This is an optimization exercise on Yosys and OpenROAD, whose aim is small area, not a production implementation. The RTL was checked by simulation tests, not by an equivalence proof against the original design. Power is estimated from default activity; no workload was simulated.

===== flow/design.v =====
package cpu_eu_pkg;
    localparam logic [1:0] ALUOP_ADD   = 2'b00;
    localparam logic [1:0] ALUOP_SUB   = 2'b01;
    localparam logic [1:0] ALUOP_FUNCT = 2'b10;
    localparam logic [1:0] ALUOP_OR    = 2'b11;
    localparam logic [5:0] FUNCT_ADD = 6'h20;
    localparam logic [5:0] FUNCT_SUB = 6'h22;
    localparam logic [5:0] FUNCT_AND = 6'h24;
    localparam logic [5:0] FUNCT_OR  = 6'h25;
    localparam logic [5:0] FUNCT_NOR = 6'h27;
    localparam logic [5:0] FUNCT_SLT = 6'h2A;
endpackage
module cpu_eu_alu_pg #(
    parameter int DW = 32
) (
    input  logic [DW-1:0] i_a,
    input  logic [DW-1:0] i_b,
    input  logic          i_sub,
    output logic [DW-1:0] o_p,
    output logic [DW-1:0] o_g
);
    logic [DW-1:0] w_bx;
    assign w_bx = i_b ^ {DW{i_sub}};
    assign o_p  = i_a ^ w_bx;
    assign o_g  = i_a & w_bx;
endmodule
module cpu_eu_alu_pfx #(
    parameter int DW = 32
) (
    input  logic [DW-1:0] i_p,
    input  logic [DW-1:0] i_g,
    input  logic          i_cin,
    output logic [DW-1:0] o_c
);
    logic [DW-1:0] w_gg;
    logic [DW-1:0] w_pp;
    always_comb begin
        w_gg = i_g;
        w_pp = i_p;
        w_gg[0] = i_g[0] | (i_p[0] & i_cin);
        for (int d = 1; d < DW; d = d * 2) begin
            for (int i = 2 * d - 1; i < DW; i = i + 2 * d) begin
                w_gg[i] = w_gg[i] | (w_pp[i] & w_gg[i-d]);
                w_pp[i] = w_pp[i] & w_pp[i-d];
            end
        end
        for (int d = DW / 4; d >= 1; d = d / 2) begin
            for (int i = 3 * d - 1; i < DW; i = i + 2 * d) begin
                w_gg[i] = w_gg[i] | (w_pp[i] & w_gg[i-d]);
                w_pp[i] = w_pp[i] & w_pp[i-d];
            end
        end
        o_c = {w_gg[DW-2:0], i_cin};
    end
endmodule
module cpu_eu_alu
#(
    parameter int DW = 32
) (
    input  logic [DW-1:0] i_a,
    input  logic [DW-1:0] i_b,
    input  logic [1:0]    i_aluop,
    input  logic [5:0]    i_funct,
    output logic [DW-1:0] o_result
);
    logic          w_fn;
    logic          w_sub;
    logic          w_and;
    logic          w_or;
    logic          w_nor;
    logic          w_slt;
    logic          w_arith;
    logic [DW-1:0] w_p;
    logic [DW-1:0] w_g;
    logic [DW-1:0] w_c;
    logic [DW-1:0] w_sum;
    logic [DW-1:0] w_lor;
    logic          w_lt;
    assign w_fn    = (i_aluop == cpu_eu_pkg::ALUOP_FUNCT);
    assign w_and   = w_fn && (i_funct == cpu_eu_pkg::FUNCT_AND);
    assign w_nor   = w_fn && (i_funct == cpu_eu_pkg::FUNCT_NOR);
    assign w_slt   = w_fn && (i_funct == cpu_eu_pkg::FUNCT_SLT);
    assign w_or    = (i_aluop == cpu_eu_pkg::ALUOP_OR) ||
                     (w_fn && (i_funct == cpu_eu_pkg::FUNCT_OR));
    assign w_sub   = (i_aluop == cpu_eu_pkg::ALUOP_SUB) ||
                     (w_fn && ((i_funct == cpu_eu_pkg::FUNCT_SUB) || (i_funct == cpu_eu_pkg::FUNCT_SLT)));
    assign w_arith = !(w_and || w_or || w_nor || w_slt);
    cpu_eu_alu_pg #(.DW(DW)) u_pg (
        .i_a (i_a), .i_b (i_b), .i_sub (w_sub), .o_p (w_p), .o_g (w_g)
    );
    cpu_eu_alu_pfx #(.DW(DW)) u_pfx (
        .i_p (w_p), .i_g (w_g), .i_cin (w_sub), .o_c (w_c)
    );
    assign w_sum = w_p ^ w_c;
    assign w_lor = w_p | w_g;
    assign w_lt  = (i_a[DW-1] != i_b[DW-1]) ? i_a[DW-1] : w_sum[DW-1];
    always_comb begin
        o_result = ({DW{w_arith}} & w_sum)
                 | ({DW{w_and}} & w_g)
                 | ({DW{w_or}}  & w_lor)
                 | ({DW{w_nor}} & ~w_lor);
        o_result[0] = o_result[0] | (w_slt & w_lt);
    end
endmodule
module cpu_eu_hold #(
    parameter int W = 32
) (
    input  logic         we,
    input  logic         nwe,
    input  logic [W-1:0] wd,
    input  logic [W-1:0] q,
    output logic [W-1:0] d
);
    assign d = ({W{we}} & wd) | ({W{nwe}} & q);
endmodule
module cpu_eu_aoi3 #(
    parameter int W = 32
) (
    input  logic         s0,
    input  logic         s1,
    input  logic         s2,
    input  logic [W-1:0] d0,
    input  logic [W-1:0] d1,
    input  logic [W-1:0] d2,
    output logic [W-1:0] y
);
    assign y = ~(({W{s0}} & d0) | ({W{s1}} & d1) | ({W{s2}} & d2));
endmodule
module cpu_eu_aoi2 #(
    parameter int W = 32
) (
    input  logic         s0,
    input  logic         s1,
    input  logic [W-1:0] d0,
    input  logic [W-1:0] d1,
    output logic [W-1:0] y
);
    assign y = ~(({W{s0}} & d0) | ({W{s1}} & d1));
endmodule
module cpu_eu_nandw #(
    parameter int W = 32,
    parameter int N = 11
) (
    input  logic [N*W-1:0] x,
    output logic [W-1:0]   y
);
    always_comb begin
        y = '1;
        for (int i = 0; i < N; i++) y = y & x[i*W +: W];
        y = ~y;
    end
endmodule
module cpu_eu_rdport #(
    parameter int DW = 32
) (
    input  logic [31:1]      sel,
    input  logic             fwd,
    input  logic [DW-1:0]    wd,
    input  logic [31*DW-1:0] regs,    
    output logic [DW-1:0]    y
);
    logic [11*DW-1:0] w_t;
    for (genvar g = 0; g < 10; g++) begin : g_aoi
        cpu_eu_aoi3 #(.W(DW)) u_aoi (
            .s0 (sel[3*g+1]), .s1 (sel[3*g+2]), .s2 (sel[3*g+3]),
            .d0 (regs[(3*g)*DW +: DW]), .d1 (regs[(3*g+1)*DW +: DW]), .d2 (regs[(3*g+2)*DW +: DW]),
            .y  (w_t[g*DW +: DW])
        );
    end
    cpu_eu_aoi2 #(.W(DW)) u_aoi_last (
        .s0 (sel[31]), .s1 (fwd),
        .d0 (regs[30*DW +: DW]), .d1 (wd),
        .y  (w_t[10*DW +: DW])
    );
    cpu_eu_nandw #(.W(DW), .N(11)) u_or (
        .x (w_t),
        .y (y)
    );
endmodule
module cpu_eu_pipe
#(
    parameter int DW   = 32,
    parameter int NREG = 32
) (
    input  logic          clk,
    input  logic          reset_n,
    input  logic          in_valid,
    output logic          in_ready,
    input  logic          RegDst,
    input  logic          ALUSrc,
    input  logic          RegWrite,
    input  logic          MemtoReg,
    input  logic          MemRead,
    input  logic          MemWrite,
    input  logic [1:0]    ALUOp,
    input  logic [25:0]   Instruction,
    output logic          ram_req,
    output logic          ram_we,
    output logic [DW-1:0] ram_addr,
    output logic [DW-1:0] ram_wdata,
    input  logic [DW-1:0] ram_rdata,
    input  logic          ram_ack,
    output logic          zero,
    output logic          busy
);
    localparam int AW = $clog2(NREG);
    logic [DW-1:0]   r_regs [1:NREG-1];
    logic [NREG-1:1] r_valid;
    logic          r_mem;       
    logic          r_busy;      
    logic          r_acc;       
    logic [DW-1:0] r_alu;
    logic [DW-1:0] r_rtdata;
    logic [AW-1:0] r_dst;
    logic          r_wr;        
    logic          r_m2r;       
    logic          r_store;
    logic [AW-1:0]   w_rs;
    logic [AW-1:0]   w_rt;
    logic [AW-1:0]   w_rd;
    logic [DW-1:0]   w_imm;
    logic            w_accept;
    logic            w_wr_en;
    logic [DW-1:0]   w_wr_data;
    logic [NREG-1:1] w_we;
    logic            w_wb_en;
    logic [NREG-1:1] w_wb_we;
    logic [NREG-1:1] w_rd_ok;
    logic [NREG-1:1] w_sel_s;
    logic [NREG-1:1] w_sel_t;
    logic            w_fwd_s;
    logic            w_fwd_t;
    logic [DW-1:0]   w_rs_data;
    logic [DW-1:0]   w_rt_data;
    logic [DW-1:0]   w_alu_b;
    logic [DW-1:0]   w_alu_res;
    logic [31*DW-1:0] w_regs_flat;
    logic [DW-1:0]   w_regs_d [1:NREG-1];
    logic [DW-1:0]   w_alu_d;
    logic [DW-1:0]   w_rtdata_d;
    assign w_rs     = Instruction[25:21];
    assign w_rt     = Instruction[20:16];
    assign w_rd     = Instruction[15:11];
    assign w_imm    = {{(DW-16){Instruction[15]}}, Instruction[15:0]};
    assign w_accept = in_valid && !r_mem;
    assign w_wr_en   = r_wr && (r_mem ? ram_ack : r_busy);
    assign w_wr_data = r_m2r ? ram_rdata : r_alu;
    assign w_wb_en = r_wr && r_busy && !r_mem;
    always_comb begin
        for (int i = 1; i < NREG; i++) begin
            w_we[i]    = w_wr_en && (r_dst == AW'(i));
            w_wb_we[i] = w_wb_en && (r_dst == AW'(i));
            w_rd_ok[i] = r_valid[i] && !w_wb_we[i];
            w_sel_s[i] = (w_rs == AW'(i)) && w_rd_ok[i];
            w_sel_t[i] = (w_rt == AW'(i)) && w_rd_ok[i];
            w_regs_flat[(i-1)*DW +: DW] = r_regs[i];
        end
        w_fwd_s = |(w_wb_we & {(NREG-1){w_rs == r_dst}});
        w_fwd_t = |(w_wb_we & {(NREG-1){w_rt == r_dst}});
    end
    cpu_eu_rdport #(.DW(DW)) u_rd_s (
        .sel  (w_sel_s),
        .fwd  (w_fwd_s),
        .wd   (r_alu),
        .regs (w_regs_flat),
        .y    (w_rs_data)
    );
    cpu_eu_rdport #(.DW(DW)) u_rd_t (
        .sel  (w_sel_t),
        .fwd  (w_fwd_t),
        .wd   (r_alu),
        .regs (w_regs_flat),
        .y    (w_rt_data)
    );
    assign w_alu_b = ALUSrc ? w_imm : w_rt_data;
    cpu_eu_alu #(.DW(DW)) u_alu (
        .i_a      (w_rs_data),
        .i_b      (w_alu_b),
        .i_aluop  (ALUOp),
        .i_funct  (Instruction[5:0]),
        .o_result (w_alu_res)
    );
    assign in_ready  = !r_mem;
    assign busy      = r_busy;
    assign ram_req   = r_mem;
    assign ram_we    = r_mem && r_store;
    assign ram_addr  = r_alu;
    assign ram_wdata = r_rtdata;
    assign zero      = r_acc && (r_alu == '0);
    always_ff @(posedge clk or negedge reset_n) begin
        if (!reset_n) begin
            r_mem  <= 1'b0;
            r_busy <= 1'b0;
            r_acc  <= 1'b0;
        end else if (w_accept) begin
            r_mem  <= MemRead || MemWrite;
            r_busy <= MemRead || MemWrite || RegWrite;
            r_acc  <= 1'b1;
        end else begin
            r_mem  <= r_mem && !ram_ack;
            r_busy <= r_mem && !ram_ack;
        end
    end
    cpu_eu_hold #(.W(DW)) u_hold_alu (
        .we (w_accept), .nwe (!w_accept), .wd (w_alu_res), .q (r_alu), .d (w_alu_d)
    );
    cpu_eu_hold #(.W(DW)) u_hold_rtdata (
        .we (w_accept), .nwe (!w_accept), .wd (w_rt_data), .q (r_rtdata), .d (w_rtdata_d)
    );
    always_ff @(posedge clk or negedge reset_n) begin
        if (!reset_n) begin
            r_alu    <= '0;
            r_rtdata <= '0;
        end else begin
            r_alu    <= w_alu_d;
            r_rtdata <= w_rtdata_d;
        end
    end
    always_ff @(posedge clk) begin
        if (!r_mem) begin
            r_dst   <= RegDst ? w_rd : w_rt;
            r_wr    <= RegWrite && !MemWrite;
            r_m2r   <= MemtoReg && MemRead;
            r_store <= MemWrite;
        end
    end
    always_ff @(posedge clk or negedge reset_n) begin
        if (!reset_n) begin
            r_valid <= '0;
        end else begin
            r_valid <= r_valid | w_we;
        end
    end
    for (genvar i = 1; i < NREG; i++) begin : g_reg
        cpu_eu_hold #(.W(DW)) u_hold (
            .we (w_we[i]), .nwe (!w_we[i]), .wd (w_wr_data), .q (r_regs[i]), .d (w_regs_d[i])
        );
        always_ff @(posedge clk) begin
            r_regs[i] <= w_regs_d[i];
        end
    end
endmodule

===== flow/config.mk =====
export PLATFORM = sky130hd
export DESIGN_NAME = cpu_eu_pipe
export DESIGN_NICKNAME = cpu_eu_pipe
export VERILOG_FILES = /design/flow/design.v
export SDC_FILE = /design/flow/constraint.sdc
export NUM_CORES = 4
export LEC_CHECK = 0
export CAP_MARGIN = 20
export CORE_MARGIN = 2
export CORE_UTILIZATION = 55
export CTS_CLUSTER_DIAMETER = 80
export CTS_CLUSTER_SIZE = 24
export SETUP_SLACK_MARGIN = 0
export SLEW_MARGIN = 20
export SYNTH_HIERARCHICAL = 1

===== flow/run.sh =====
#!/bin/bash
# synth_recipe.tcl (not shown) runs the flow's synth.tcl, then flattens the netlist and writes it again
# the make line also repeats each setting of config.mk as NAME=value (left out here)
make -C /OpenROAD-flow-scripts/flow DESIGN_CONFIG=/design/flow/config.mk WORK_HOME=/design/flow/orfs CLKGATE_MAP_FILE= SYNTH_SCRIPT=/design/flow/synth_recipe.tcl finish

===== flow/constraint.sdc =====
create_clock -name core_clock -period 7.5 [get_ports {clk}]
set_input_delay 1.5000 -clock core_clock [delete_from_list [all_inputs] [get_ports {clk}]]
set_output_delay 1.5000 -clock core_clock [all_outputs]
set_load 0.01 [all_outputs]

==> out/metrics.cfg, run 1 <==
[power_and_ir_drop]
peakVddDrop_uv=201
power.density_nw_per_um2=275
total_power_uw=14800
power.leakage_uw=0.0207

[detailed_routing]
avgRoutedWirePerCell_um=38.8
drc=0
drtPass1Iterations=14
vias_per_cell=8.22
wl_um=217000
vias=46100
ant_nets=0
drt_iter0_markers=11400

[layout]
final_common_cell=dfxtp_1
area_growth_pct=7.81
final_cell_area_sq_um=53700
final_cell_mix=dfxtp_1 (992), a22o_1 (990), a222oi_1 (640)
fin_nets=4504
fillers=7542
layout-drive-gt1-share_pct=14.4

[logic_synthesis]
synthFlopType=dfxtp_1
synth.ff_latch_count=1098
ys.warnings.count=13
seq_area_frac_synth_pct=45.2
avgSynthCellArea_sq_um=11.4
synth_cells=4364
synth.area.top_cells=dfxtp_1 (40%), a22o_1 (17%), a222oi_1 (13%)
ys_types=73
synth_nets=4466
synth_edf_count=8
synth_top_area_share_pct=39.8
synth_area_sq_um=49900
synth_top_area_cell=dfxtp_1
async_reset_ff_share_pct=8.93

[place]
dpl_cell_area_sq_um=51900
hpwl_um=133000
finalWeightedCongestion=1.01
place_ws_ns=0.0682
portBuffers=138

[sta]
tightest_slew_ns=1.26
fin_crit_sh_pct=95.3
fin_skew_ns=0.0398
fin_crit_ns=7.14
finalWorstSetupSlack_ns=0.355
hold_viol_final=0
rsz0062_at_grt=false
finalMaxSlewViolations=0
setup_viol=0
setup_tns_ns=0
fmax_mhz=140
slew_headroom_pct=15.7

[worst_setup_path]
cp-start-kind=register
r2r-start=r_dst[2]
worstReg2RegEnd=r_alu[26]
critPathKind=reg2reg
arrival_ns=7.75
crit_path_max_fanout=24
required_ns=8.11
critPathCaptureType=register
reg2reg_slack_ns=0.36
worst-r2r-cell-count=22

[floorplanning]
die_h_um=305
io-pin-count=139
dieArea_sq_um=93100
core-area_sq_um=89900
die_x_um=305
num_rows=110
initial_core_util_pct=55.5

[clocking]
cts_resized=0
tritoncts=yes
holdBufCountCts=0
cts_num_sinks=1098
clockRootBuffer=clkbuf_16
cts_htree_levels=2
cts_buffer_depth=3
clk_transition_reported_paths_ns=0.09
postCtsSetupBuffers=0
insertion_delay_ns=0.74
cts-buffers-inserted=56

[hold_path]
whs_endpoint=r_valid[14]
min_path_type=reg2reg
hold_start=r_valid[14]
holdPathStages=1

[global_routing]
grt_pass1_wl_um=308000
grt_pass1_vias=43100
grt.overflow.total=0
antenna_found_initial=8
grt_max_degree=67
track_usage_pct=44.4

[job]
max-cap-violations=0

[run_status]
status=finished clean

per-stage QoR:
step / util (%) / cells / hold slack [ns]
6_report: 59.8 / 5608 / 0.454
5_1_grt: 59.8 / 5605 / 0.470
4_1_cts: 59.6 / 5597 / 0.457
3_5_place_dp: 57.7 / 5513 / 0.438
3_3_place_gp: 57.6 / 5510 / 0.431
2_1_floorplan: - / 4364 / 0.422
cell type report:
cell class / count / area, sq um / share of cell area, %
Timing Repair Buffer: 442 / 4470 / 8.32
Multi-Input combinational cell: 2775 / 23500 / 43.6
Inverter: 29 / 109 / 0.203
Clock buffer: 71 / 1520 / 2.83
Clock inverter: 13 / 158 / 0.293
Antenna cell: 4 / 10.0 / 0.0186
Sequential cell: 1098 / 22600 / 42.0
Tap cell: 1176 / 1470 / 2.74
critical path: stages (launching register included):
cell	delay, ns
edfxtp_1	0.95
nand4b_1	0.20
o21ai_0	0.73
nor3_2	0.34
a222oi_1	0.38
buf_4	0.16
nand4_1	0.38
or3_1	0.59
mux2_2	0.30
xor2_1	0.14
ha_1	0.30
a21oi_1	0.12
o21ai_2	0.20
a21oi_2	0.12
o41ai_4	0.59
buf_4	0.26
a31oi_1	0.17
o21ai_0	0.32
nand2_1	0.09
a31oi_1	0.20
o32ai_1	0.10
buf_4	0.15
a22o_1	0.22
synthesized netlist by cell type, drive strengths merged, types with 28 or more instances:
cell       n
a22o    1056
dfxtp    992
a222oi   640
buf      434
nand4    134
nor3     134
dfrtp     98
a22oi     95
nand2     83
nor2      80
nand3     72
or3       67
o21ai     64
mux2      53
a21o      47
a31oi     36
xor2      36
ha        32
o32ai     32
inv       29
clkbuf    28
power by group:
group | switching, uW | internal, uW | leakage (uW)
clock | 2110 | 1470 | 0.000818
combinational | 1560 | 1330 | 0.0105
sequential | 1160 | 7140 | 0.00947
total | 4830 | 9940 | 0.0207
state kept, by name (all words and copies together), names as in the netlist:
signal / flops
r_wr: 1
r_mem: 1
r_acc: 1
r_rtdata: 32
r_m2r: 1
r_busy: 1
r_dst: 5
r_store: 1
r_regs: 992
r_valid: 31
r_alu: 32
cells by family (layout without fill, tap and decap cells):
group                    after synthesis  in the layout  share of synthesized area, %
AO/OA/AOI/OAI                       2006           2006                          36.0
XOR/XNOR                              43             43                         0.755
adder cells (fa/ha/maj)               32             32                         0.803
buffers and inverters                491            555                          8.98
flip-flops                          1098           1098                          45.2
multiplexers                          54             54                          1.22
other                                  0              4                             0
AND/OR/NAND/NOR                      640            640                          7.02
metal layers:
metal | vias to the layer above | routed length, um | global-route usage [%]
li1 | 18800 | - | -
met4 | 8 | 18100 | 31.4
met5 | - | 48 | 0
met1 | 22600 | 80700 | 58.6
met3 | 720 | 29700 | 12.2
met2 | 4077 | 88800 | 62.7
worst max-delay path by stage:
stage | from | end | cells past startpoint
5_1_grt | r_dst[2] | r_alu[26] | 23
3_3_place_gp | Instruction[18] | r_alu[0] | 22
3_5_place_dp | Instruction[17] | r_alu[0] | 20
4_1_cts | r_dst[2] | r_alu[26] | 23
6_report | r_dst[2] | r_alu[26] | 22
2_1_floorplan | Instruction[20] | r_alu[0] | 21
==> inputs of run 2 (changes only) <==
--- a/flow/design.v
+++ b/flow/design.v
@@ -10,19 +10,29 @@
     localparam logic [5:0] FUNCT_NOR = 6'h27;
     localparam logic [5:0] FUNCT_SLT = 6'h2A;
 endpackage
-module cpu_eu_alu_pg #(
+module cpu_eu_alu_lut #(
     parameter int DW = 32
 ) (
     input  logic [DW-1:0] i_a,
     input  logic [DW-1:0] i_b,
-    input  logic          i_sub,
-    output logic [DW-1:0] o_p,
+    input  logic [3:0]    i_k,
+    output logic [DW-1:0] o_p
+);
+    always_comb begin
+        for (int i = 0; i < DW; i++) begin
+            o_p[i] = i_a[i] ? (i_b[i] ? i_k[3] : i_k[2]) : (i_b[i] ? i_k[1] : i_k[0]);
+        end
+    end
+endmodule
+module cpu_eu_alu_gen #(
+    parameter int DW = 32
+) (
+    input  logic [DW-1:0] i_a,
+    input  logic [DW-1:0] i_p,
+    input  logic          i_arith,
     output logic [DW-1:0] o_g
 );
-    logic [DW-1:0] w_bx;
-    assign w_bx = i_b ^ {DW{i_sub}};
-    assign o_p  = i_a ^ w_bx;
-    assign o_g  = i_a & w_bx;
+    assign o_g = i_a & ~i_p & {DW{i_arith}};
 endmodule
 module cpu_eu_alu_pfx #(
     parameter int DW = 32
@@ -61,7 +71,8 @@
     input  logic [DW-1:0] i_b,
     input  logic [1:0]    i_aluop,
     input  logic [5:0]    i_funct,
-    output logic [DW-1:0] o_result
+    output logic [DW-1:0] o_result,
+    output logic          o_slt
 );
     logic          w_fn;
     logic          w_sub;
@@ -70,11 +81,11 @@
     logic          w_nor;
     logic          w_slt;
     logic          w_arith;
+    logic [3:0]    w_k;
     logic [DW-1:0] w_p;
     logic [DW-1:0] w_g;
     logic [DW-1:0] w_c;
     logic [DW-1:0] w_sum;
-    logic [DW-1:0] w_lor;
     logic          w_lt;
     assign w_fn    = (i_aluop == cpu_eu_pkg::ALUOP_FUNCT);
     assign w_and   = w_fn && (i_funct == cpu_eu_pkg::FUNCT_AND);
@@ -84,23 +95,27 @@
                      (w_fn && (i_funct == cpu_eu_pkg::FUNCT_OR));
     assign w_sub   = (i_aluop == cpu_eu_pkg::ALUOP_SUB) ||
                      (w_fn && ((i_funct == cpu_eu_pkg::FUNCT_SUB) || (i_funct == cpu_eu_pkg::FUNCT_SLT)));
-    assign w_arith = !(w_and || w_or || w_nor || w_slt);
-    cpu_eu_alu_pg #(.DW(DW)) u_pg (
-        .i_a (i_a), .i_b (i_b), .i_sub (w_sub), .o_p (w_p), .o_g (w_g)
+    assign w_arith = !(w_and || w_or || w_nor);
+    always_comb begin
+        if (w_and)      w_k = 4'b1000;
+        else if (w_or)  w_k = 4'b1110;
+        else if (w_nor) w_k = 4'b0001;
+        else if (w_sub) w_k = 4'b1001;    
+        else            w_k = 4'b0110;    
+    end
+    cpu_eu_alu_lut #(.DW(DW)) u_lut (
+        .i_a (i_a), .i_b (i_b), .i_k (w_k), .o_p (w_p)
+    );
+    cpu_eu_alu_gen #(.DW(DW)) u_gen (
+        .i_a (i_a), .i_p (w_p), .i_arith (w_arith), .o_g (w_g)
     );
     cpu_eu_alu_pfx #(.DW(DW)) u_pfx (
-        .i_p (w_p), .i_g (w_g), .i_cin (w_sub), .o_c (w_c)
+        .i_p (w_p), .i_g (w_g), .i_cin (w_sub && w_arith), .o_c (w_c)
     );
     assign w_sum = w_p ^ w_c;
-    assign w_lor = w_p | w_g;
     assign w_lt  = (i_a[DW-1] != i_b[DW-1]) ? i_a[DW-1] : w_sum[DW-1];
-    always_comb begin
-        o_result = ({DW{w_arith}} & w_sum)
-                 | ({DW{w_and}} & w_g)
-                 | ({DW{w_or}}  & w_lor)
-                 | ({DW{w_nor}} & ~w_lor);
-        o_result[0] = o_result[0] | (w_slt & w_lt);
-    end
+    assign o_result = {w_sum[DW-1:1], w_slt ? w_lt : w_sum[0]};
+    assign o_slt    = w_slt;
 endmodule
 module cpu_eu_hold #(
     parameter int W = 32
@@ -177,6 +192,21 @@
         .y (y)
     );
 endmodule
+module cpu_eu_rdok #(
+    parameter int AW   = 5,
+    parameter int NREG = 32
+) (
+    input  logic [NREG-1:1] valid,
+    input  logic            wb_en,
+    input  logic [AW-1:0]   dst,
+    output logic [NREG-1:1] ok
+);
+    always_comb begin
+        for (int i = 1; i < NREG; i++) begin
+            ok[i] = valid[i] && !(wb_en && (dst == AW'(i)));
+        end
+    end
+endmodule
 module cpu_eu_pipe
 #(
     parameter int DW   = 32,
@@ -234,6 +264,7 @@
     logic [DW-1:0]   w_rt_data;
     logic [DW-1:0]   w_alu_b;
     logic [DW-1:0]   w_alu_res;
+    logic            w_alu_slt;
     logic [31*DW-1:0] w_regs_flat;
     logic [DW-1:0]   w_regs_d [1:NREG-1];
     logic [DW-1:0]   w_alu_d;
@@ -250,7 +281,6 @@
         for (int i = 1; i < NREG; i++) begin
             w_we[i]    = w_wr_en && (r_dst == AW'(i));
             w_wb_we[i] = w_wb_en && (r_dst == AW'(i));
-            w_rd_ok[i] = r_valid[i] && !w_wb_we[i];
             w_sel_s[i] = (w_rs == AW'(i)) && w_rd_ok[i];
             w_sel_t[i] = (w_rt == AW'(i)) && w_rd_ok[i];
             w_regs_flat[(i-1)*DW +: DW] = r_regs[i];
@@ -258,6 +288,9 @@
         w_fwd_s = |(w_wb_we & {(NREG-1){w_rs == r_dst}});
         w_fwd_t = |(w_wb_we & {(NREG-1){w_rt == r_dst}});
     end
+    cpu_eu_rdok #(.AW(AW), .NREG(NREG)) u_rdok (
+        .valid (r_valid), .wb_en (w_wb_en), .dst (r_dst), .ok (w_rd_ok)
+    );
     cpu_eu_rdport #(.DW(DW)) u_rd_s (
         .sel  (w_sel_s),
         .fwd  (w_fwd_s),
@@ -278,7 +311,8 @@
         .i_b      (w_alu_b),
         .i_aluop  (ALUOp),
         .i_funct  (Instruction[5:0]),
-        .o_result (w_alu_res)
+        .o_result (w_alu_res),
+        .o_slt    (w_alu_slt)
     );
     assign in_ready  = !r_mem;
     assign busy      = r_busy;
@@ -301,8 +335,12 @@
             r_busy <= r_mem && !ram_ack;
         end
     end
-    cpu_eu_hold #(.W(DW)) u_hold_alu (
-        .we (w_accept), .nwe (!w_accept), .wd (w_alu_res), .q (r_alu), .d (w_alu_d)
+    cpu_eu_hold #(.W(1)) u_hold_alu0 (
+        .we (w_accept), .nwe (!w_accept), .wd (w_alu_res[0]), .q (r_alu[0]), .d (w_alu_d[0])
+    );
+    cpu_eu_hold #(.W(DW-1)) u_hold_alu (
+        .we (w_accept && !w_alu_slt), .nwe (!w_accept), .wd (w_alu_res[DW-1:1]), .q (r_alu[DW-1:1]),
+        .d (w_alu_d[DW-1:1])
     );
     cpu_eu_hold #(.W(DW)) u_hold_rtdata (
         .we (w_accept), .nwe (!w_accept), .wd (w_rt_data), .q (r_rtdata), .d (w_rtdata_d)
==> flow/flow/run.sh (new file) <==
#!/bin/bash
# The standard layout, except that the port buffers are the smallest
# buffer cell (buf_1) rather than the one buffer_ports picks by default; the
# resizer still upsizes them where timing or slew needs it.
set -euo pipefail
echo 'export BUFFER_PORTS_ARGS = -buffer_cell sky130_fd_sc_hd__buf_1' >> config.mk
bash standard.sh > standard_flow.log 2>&1
==> flow/standard.sh (new file) <==
#!/bin/bash
# synth_recipe.tcl (not shown) runs the flow's synth.tcl, then flattens the netlist and writes it again
# the make line also repeats each setting of config.mk as NAME=value (left out here)
make -C /OpenROAD-flow-scripts/flow DESIGN_CONFIG=/design/flow/config.mk WORK_HOME=/design/flow/orfs CLKGATE_MAP_FILE= SYNTH_SCRIPT=/design/flow/synth_recipe.tcl "${@:-finish}"
--- a/flow/config.mk
+++ b/flow/config.mk
@@ -7,9 +7,11 @@
 export LEC_CHECK = 0
 export CAP_MARGIN = 20
 export CORE_MARGIN = 2
-export CORE_UTILIZATION = 55
+export CORE_UTILIZATION = 58
 export CTS_CLUSTER_DIAMETER = 80
 export CTS_CLUSTER_SIZE = 24
-export SETUP_SLACK_MARGIN = 0
+export PLACE_DENSITY = 0.7
+export SETUP_SLACK_MARGIN = 0.35
 export SLEW_MARGIN = 20
 export SYNTH_HIERARCHICAL = 1
+export BUFFER_PORTS_ARGS = -buffer_cell sky130_fd_sc_hd__buf_1
removed: flow/run.sh
==> run 2 against run 1 <==
Still clean. Fmax rose by 1.9%. Sequential share of layout area rose by 2.6 points. Core utilization decreased by 0.16 points.
==> out/metrics.cfg, run 2 <==
[worst_setup_path]
crit_slowest_cell=and3_1
critPathBufInv=3  ; unchanged
critPathMaxStageDelay_ns=0.94  ; about the same
arrival_ns=7.61  ; -0.14 ns
critPathKind=in2reg
critPathCaptureType=register
cp-start-kind=primary input
required_ns=8.10  ; about the same
crit_path_max_fanout=17  ; -29%
path_cells=buf_1 > and2_0 > and3_1 > buf_4 > a222oi_1 > nand3_1 > or3_1 > inv_1 > o21ai_0 > mux4_2 > a21oi_1 > o21ai_0 > a221oi_1 > o21ai_0 > a41o_1 > a31o_1 > xor2_1 > maj3_1 > mux2_2 > a22o_1
timing.critical_path.mode_cell=o21ai_0
crit_family=compound AO/OA/AOI/OAI gates

[logic_synthesis]
ys.warnings.count=15  ; +2
synth_nets=4216  ; -5.6%
synth_cells=4146  ; -5.0%
synth_area_sq_um=49400  ; -0.81%
avgSynthCellArea_sq_um=11.9  ; +4.4%

[layout]
layout-drive-gt1-share_pct=12.5  ; -1.9 points
finish.utilization_pct=59.6  ; -0.16 points
top_register=r_regs
final_cell_mix=dfxtp_1 (992), a22o_1 (991), a222oi_1 (640)
final_common_cell=dfxtp_1
reg_top3=r_regs: 992 flops, r_alu: 32 flops, r_rtdata: 32 flops
fin_nets=4156  ; -7.7%
largest_reg_flops=992  ; unchanged
area_growth_pct=2.38
fin_cells=5274  ; -6.0%
fillers=7141  ; -5.3%

[place]
portBuffers=138  ; unchanged
hpwl_um=130000  ; -2.0%
finalWeightedCongestion=1.05  ; +4.6%
placed_cells=5173  ; -6.2%
place_ws_ns=0.139  ; +0.0707 ns

[global_routing]
antenna_found_initial=21  ; +13
track_usage_pct=45.6  ; +1.2 points
grt_pass1_vias=40300  ; -6.4%
grt_max_degree=60  ; -10%
grt_pass1_wl_um=294000  ; -4.6%
grt.overflow.total=0  ; unchanged

[detailed_routing]
vias_per_cell=8.52  ; +3.7%
drtPass1Iterations=15  ; +1
avgRoutedWirePerCell_um=39.7  ; +2.5%
wl_um=209000  ; -3.6%
ant_nets=0  ; unchanged
drt_iter0_markers=12900  ; +13%
vias=45000  ; -2.5%
drc=0  ; unchanged

[sta]
tightest_slew_ns=1.24  ; -0.0169 ns
setup_viol=0  ; unchanged
rsz0062_at_grt=false
fin_crit_sh_pct=93.5  ; -1.8 points
whs_ns=0.473  ; +0.0185 ns
finalWorstSetupSlack_ns=0.489  ; +0.134 ns
fmax_mhz=143  ; +1.9%
finalMaxSlewViolations=0  ; unchanged
hold_viol_final=0  ; unchanged
fin_crit_ns=7.01  ; -0.134 ns
setup_tns_ns=0  ; unchanged
slew_headroom_pct=17.0  ; +1.3 points
fin_skew_ns=0.0462  ; +0.00638 ns

[clocking]
insertion_delay_ns=0.70  ; -0.04 ns
cts_buffer_depth=3  ; unchanged
clockRootBuffer=clkbuf_16
holdBufCountCts=0  ; unchanged
cts_htree_levels=2  ; unchanged
cts_num_sinks=1098  ; unchanged
clk_transition_reported_paths_ns=0.11  ; +0.02 ns
tritoncts=yes
cts-buffers-inserted=54  ; -3.6%

[run_status]
status=finished clean

[floorplanning]
die_h_um=296  ; -3.0%
io-pin-count=139  ; unchanged
dieArea_sq_um=87600  ; -5.9%
core-area_sq_um=84900  ; -5.6%
num_rows=107  ; -2.7%
die_x_um=296  ; -3.0%
initial_core_util_pct=58.3  ; +2.8 points

[hold_path]
min_path_type=reg2reg

[power_and_ir_drop]
peakVddDrop_uv=209  ; +3.9%
power.leakage_uw=0.0199  ; -4.1%
power.density_nw_per_um2=279  ; +1.5%

[job]
max-cap-violations=0  ; unchanged

## run 2: changes by cell type in the layout (fill, tap and decap cells not counted), sizes merged, moves of 33 or more
| cell | change |
|---|---|
| nor2 | -58 |
| and3 | +64 |
| nand2 | -65 |
| nor3 | -115 |
| clkdlybuf4s50 | -136 |
| and3b | +33 |
## run 2: final cells by class
| type | instances | area, sq um | area share (%) |
|---|---|---|---|
| inverter | 61 | 229 | 0.452 |
| multi-input combinational | 2552 | 22600 | 44.7 |
| clock buffer | 72 | 1490 | 2.95 |
| timing repair buffer | 319 | 2180 | 4.30 |
| sequential | 1098 | 22600 | 44.5 |
| antenna | 17 | 42.5 | 0.0840 |
| tap | 1144 | 1430 | 2.83 |
| clock inverter | 11 | 92.6 | 0.183 |
## run 2: path summary, 6_finish.rpt
path                                 to  depth (start not counted)  slack, ns       startpoint
max                            r_alu[0]                         20       0.49  Instruction[16]
min                          r_valid[9]                          1       0.47       r_valid[9]
max reg2reg                    r_alu[0]                         20       0.54         r_dst[1]
min reg2reg                  r_valid[9]                          1       0.47       r_valid[9]
max in group asynchronous    r_valid[8]                          2       5.30          reset_n
min in group asynchronous  r_rtdata[18]                          1       0.86          reset_n
## run 2: worst reg2reg max path: cells and delay by family (launching register included)
family / cells / cell delay [ns]
compound gates: 9 / 2.64
xor+xnor: 1 / 0.18
simple gates: 5 / 1.54
fa+ha+maj: 1 / 0.35
buf+inv: 1 / 0.35
flops: 1 / 0.90
mux: 3 / 0.93
## run 2: report_power, final
group	total (uW)	internal, uW	switching [uW]
combinational	2500	1080	1420
sequential	8190	7050	1140
clock	3430	1420	2020
## run 2: repair_timing
item / CTS / global route
buffers inserted: 0 / 0
setup endpoints to repair: 0 / 1
gates resized for setup: 0 / 2
## run 2: metrics by stage
| step | total power [uW] | area [sq um] |
|---|---|---|
| after detailed placement | 10600 | 49000 |
| after global routing | 14500 | 50600 |
| after global placement | 10500 | 48900 |
| after CTS | 13900 | 50600 |
| after floorplan | 9550 | 49400 |
| final | 14100 | 50600 |
## run 2: routing by layer
layer | share of wire (%) | vias up | track usage [%]
met5 | 0.061 | - | 0
met4 | 7.1 | 16 | 25.7
met3 | 17 | 952 | 17.2
met2 | 40 | 4518 | 64.1
met1 | 35 | 21800 | 60.1
li1 | - | 17700 | -
==> inputs of run 3 (changes only) <==
--- a/flow/config.mk
+++ b/flow/config.mk
@@ -7,11 +7,11 @@
 export LEC_CHECK = 0
 export CAP_MARGIN = 20
 export CORE_MARGIN = 2
-export CORE_UTILIZATION = 58
+export CORE_UTILIZATION = 64
 export CTS_CLUSTER_DIAMETER = 80
 export CTS_CLUSTER_SIZE = 24
-export PLACE_DENSITY = 0.7
-export SETUP_SLACK_MARGIN = 0.35
+export PLACE_DENSITY = 0.75
+export SETUP_SLACK_MARGIN = 0.25
 export SLEW_MARGIN = 20
 export SYNTH_HIERARCHICAL = 1
 export BUFFER_PORTS_ARGS = -buffer_cell sky130_fd_sc_hd__buf_1
==> run 3 against run 2 <==
Flip-flop and latch count unchanged. Via count decreased by 1.3%. Worst setup slack got worse by 0.064 ns. Combinational power decreased by 3%. Synthesized area unchanged. Fmax decreased by 0.91%. Sequential power about the same. Critical path depth unchanged. Die area decreased by 9.3%. Sequential share of layout area increased by 0.32 points. First-iteration DRC count increased by 1.1%.
==> out/metrics.cfg, run 3 <==
[layout]
final_common_cell=dfxtp_1
final_cell_mix=dfxtp_1 (992), a22o_1 (991), a222oi_1 (640)
area_growth_pct=1.66
fin_cells=5128  ; -2.8%
top_register=r_regs
reg_top3=r_regs: 992 flops, r_alu: 32 flops, r_rtdata: 32 flops
largest_reg_flops=992  ; unchanged
fin_nets=4133  ; -0.55%
finish.utilization_pct=66.0  ; +6.3 points
layout-drive-gt1-share_pct=12.1  ; -0.39 points

[sta]
slew_headroom_pct=14.4  ; -2.7 points
setup_viol=0  ; unchanged
hold_viol_final=0  ; unchanged
finalMaxSlewViolations=0  ; unchanged
fin_skew_ns=0.0377  ; -0.00846 ns
tightest_slew_ns=1.28  ; +0.0371 ns
rsz0062_at_grt=false
fmax_mhz=141  ; -0.91%
fin_crit_ns=7.08  ; +0.0643 ns
fin_crit_sh_pct=94.3  ; +0.86 points
setup_tns_ns=0  ; unchanged

[global_routing]
grt.overflow.total=0  ; unchanged
grt_pass1_vias=41100  ; +1.9%
grt_max_degree=58  ; -3.3%
track_usage_pct=47.4  ; +1.7 points
antenna_found_initial=23  ; +9.5%
grt_pass1_wl_um=280000  ; -4.6%

[place]
portBuffers=138  ; unchanged
hpwl_um=121000  ; -7.2%
finalWeightedCongestion=1.05  ; -0.54%
placed_cells=5037  ; -2.6%

[logic_synthesis]
avgSynthCellArea_sq_um=11.9  ; unchanged
synth_nets=4216  ; unchanged
synth_cells=4146  ; unchanged
ys.warnings.count=15  ; unchanged
synth_area_sq_um=49400  ; unchanged

[floorplanning]
die_x_um=282  ; -4.7%
io-pin-count=139  ; unchanged
initial_core_util_pct=64.9  ; +6.6 points
dieArea_sq_um=79500  ; -9.3%
core-area_sq_um=76200  ; -10%
die_h_um=282  ; -4.7%
num_rows=101  ; -5.6%

[power_and_ir_drop]
power.leakage_uw=0.0197  ; -0.84%
total_power_uw=13900  ; -1.5%
power.density_nw_per_um2=277  ; -0.75%
peakVddDrop_uv=261  ; +25%

[clocking]
clk_transition_reported_paths_ns=0.10  ; about the same
clockRootBuffer=clkbuf_16
cts-buffers-inserted=52  ; -3.7%
cts_htree_levels=2  ; unchanged
insertion_delay_ns=0.68  ; -0.02 ns
tritoncts=yes
holdBufCountCts=0  ; unchanged
cts_buffer_depth=3  ; unchanged
cts_num_sinks=1098  ; unchanged

[worst_setup_path]
critPathBufInv=2  ; -1
critPathCaptureType=register
crit_family=compound AO/OA/AOI/OAI gates
timing.critical_path.mode_cell=mux2_2
crit_path_max_fanout=16  ; -1
critPathMaxStageDelay_ns=0.54  ; -0.40 ns
reg2reg_slack_ns=0.49  ; -0.05 ns
path_cells=buf_1 > nor2b_1 > and3_1 > buf_4 > a222oi_1 > nand4_1 > or3_1 > mux2_2 > mux4_2 > and3b_2 > a21oi_1 > o21ai_0 > a221oi_2 > o41ai_4 > a41o_1 > a31o_1 > xor2_1 > maj3_1 > mux2_2 > a22o_1
r2r-start=r_dst[4]
cp-start-kind=primary input
required_ns=8.06  ; -0.04 ns
cp-startpoint=Instruction[16]
critPathKind=in2reg
crit_slowest_cell=or3_1
arrival_ns=7.64  ; +0.03 ns

[hold_path]
hold_start=r_valid[1]
min_path_type=reg2reg

[detailed_routing]
wl_um=197000  ; -5.8%
vias=44400  ; -1.3%
drtPass1Iterations=17  ; +2
vias_per_cell=8.65  ; +1.5%
drt_iter0_markers=13000  ; +1.1%
avgRoutedWirePerCell_um=38.5  ; -3.2%
drc=0  ; unchanged
ant_nets=0  ; unchanged

[job]
max-cap-violations=0  ; unchanged

[run_status]
status=finished clean

==> run 3: final timing paths <==
kind                                     end  cells past startpoint
min in group asynchronous        r_rtdata[5]                      1
worst min-delay path              r_valid[1]                      1
max in group asynchronous       r_rtdata[26]                      2
worst min register to register    r_valid[1]                      1
worst max-delay path                r_alu[0]                     20
worst max register to register      r_alu[0]                     20
==> run 3: stage by stage <==
step	hold slack, ns	worst slack [ns]	area [sq um]
final	0.473	0.425	50300
after global routing	0.479	0.312	50200
after CTS	0.471	0.667	50200
after detailed placement	0.444	0.0229	48700
after global placement	0.440	0.117	48700
after floorplan	0.426	1.22	49400
==> run 3: layer usage <==
metal | up-vias | share of wire, % | track usage (%) | wire length [um]
li1 | 17600 | - | - | -
met1 | 21200 | 35 | 60.1 | 68400
met2 | 4424 | 41 | 68.0 | 80700
met3 | 1044 | 18 | 20.1 | 35000
met4 | 22 | 6.5 | 25.1 | 12800
met5 | - | 0.17 | 2.01 | 342
==> run 3: area by class of cell <==
type | count | area (sq um)
fill | 5931 | 25900
multi-input combinational | 2552 | 22600
sequential | 1098 | 22600
timing repair buffer | 298 | 2040
clock buffer | 73 | 1430
tap | 1030 | 1290
inverter | 61 | 229
clock inverter | 6 | 75.1
antenna | 10 | 25.0
==> run 3: report_power, final <==
part / switching (uW) / internal [uW]
Combinational: 1340 / 1080
Clock: 1950 / 1380
Sequential: 1130 / 7050
Total: 4410 / 9510
==> run 3: timing repair <==
item,4_1_cts,5_1_grt
resized for setup,0,0
buffers inserted,0,1
endpoints found under the hold margin,0,0
endpoints found under the setup margin,0,1

## what the ideal ports hide
The flow's constraints put no driver on any port. The routed layouts listed below were extracted and timed again, unchanged, in two steps.
Step 1 assumes that a clkbuf_16 drives the clock port and a buf_2 every other input.
Step 2 times the ports against the registers' clock, not the clock port: input delays grow and output delays shrink by t, the midpoint of the rising clock arrivals with the driver on.
a / b / c = ideal ports / drivers / drivers and shift; a / b = the first two.
run	t (ns)	setup slack, ns	pins driven straight from the clock port
run 1	0.792	0.355 / 0.355 / -0.197	1
run 2	0.742	0.489 / 0.456 / -0.287	1
run 3	0.723	0.425 / 0.464 / -0.259	1
With both steps, setup timing fails in every run listed, where it was met with ideal ports. The setup slack of run 2, which loses most, moves by -0.033 ns with the drivers and by -0.776 ns with both steps.
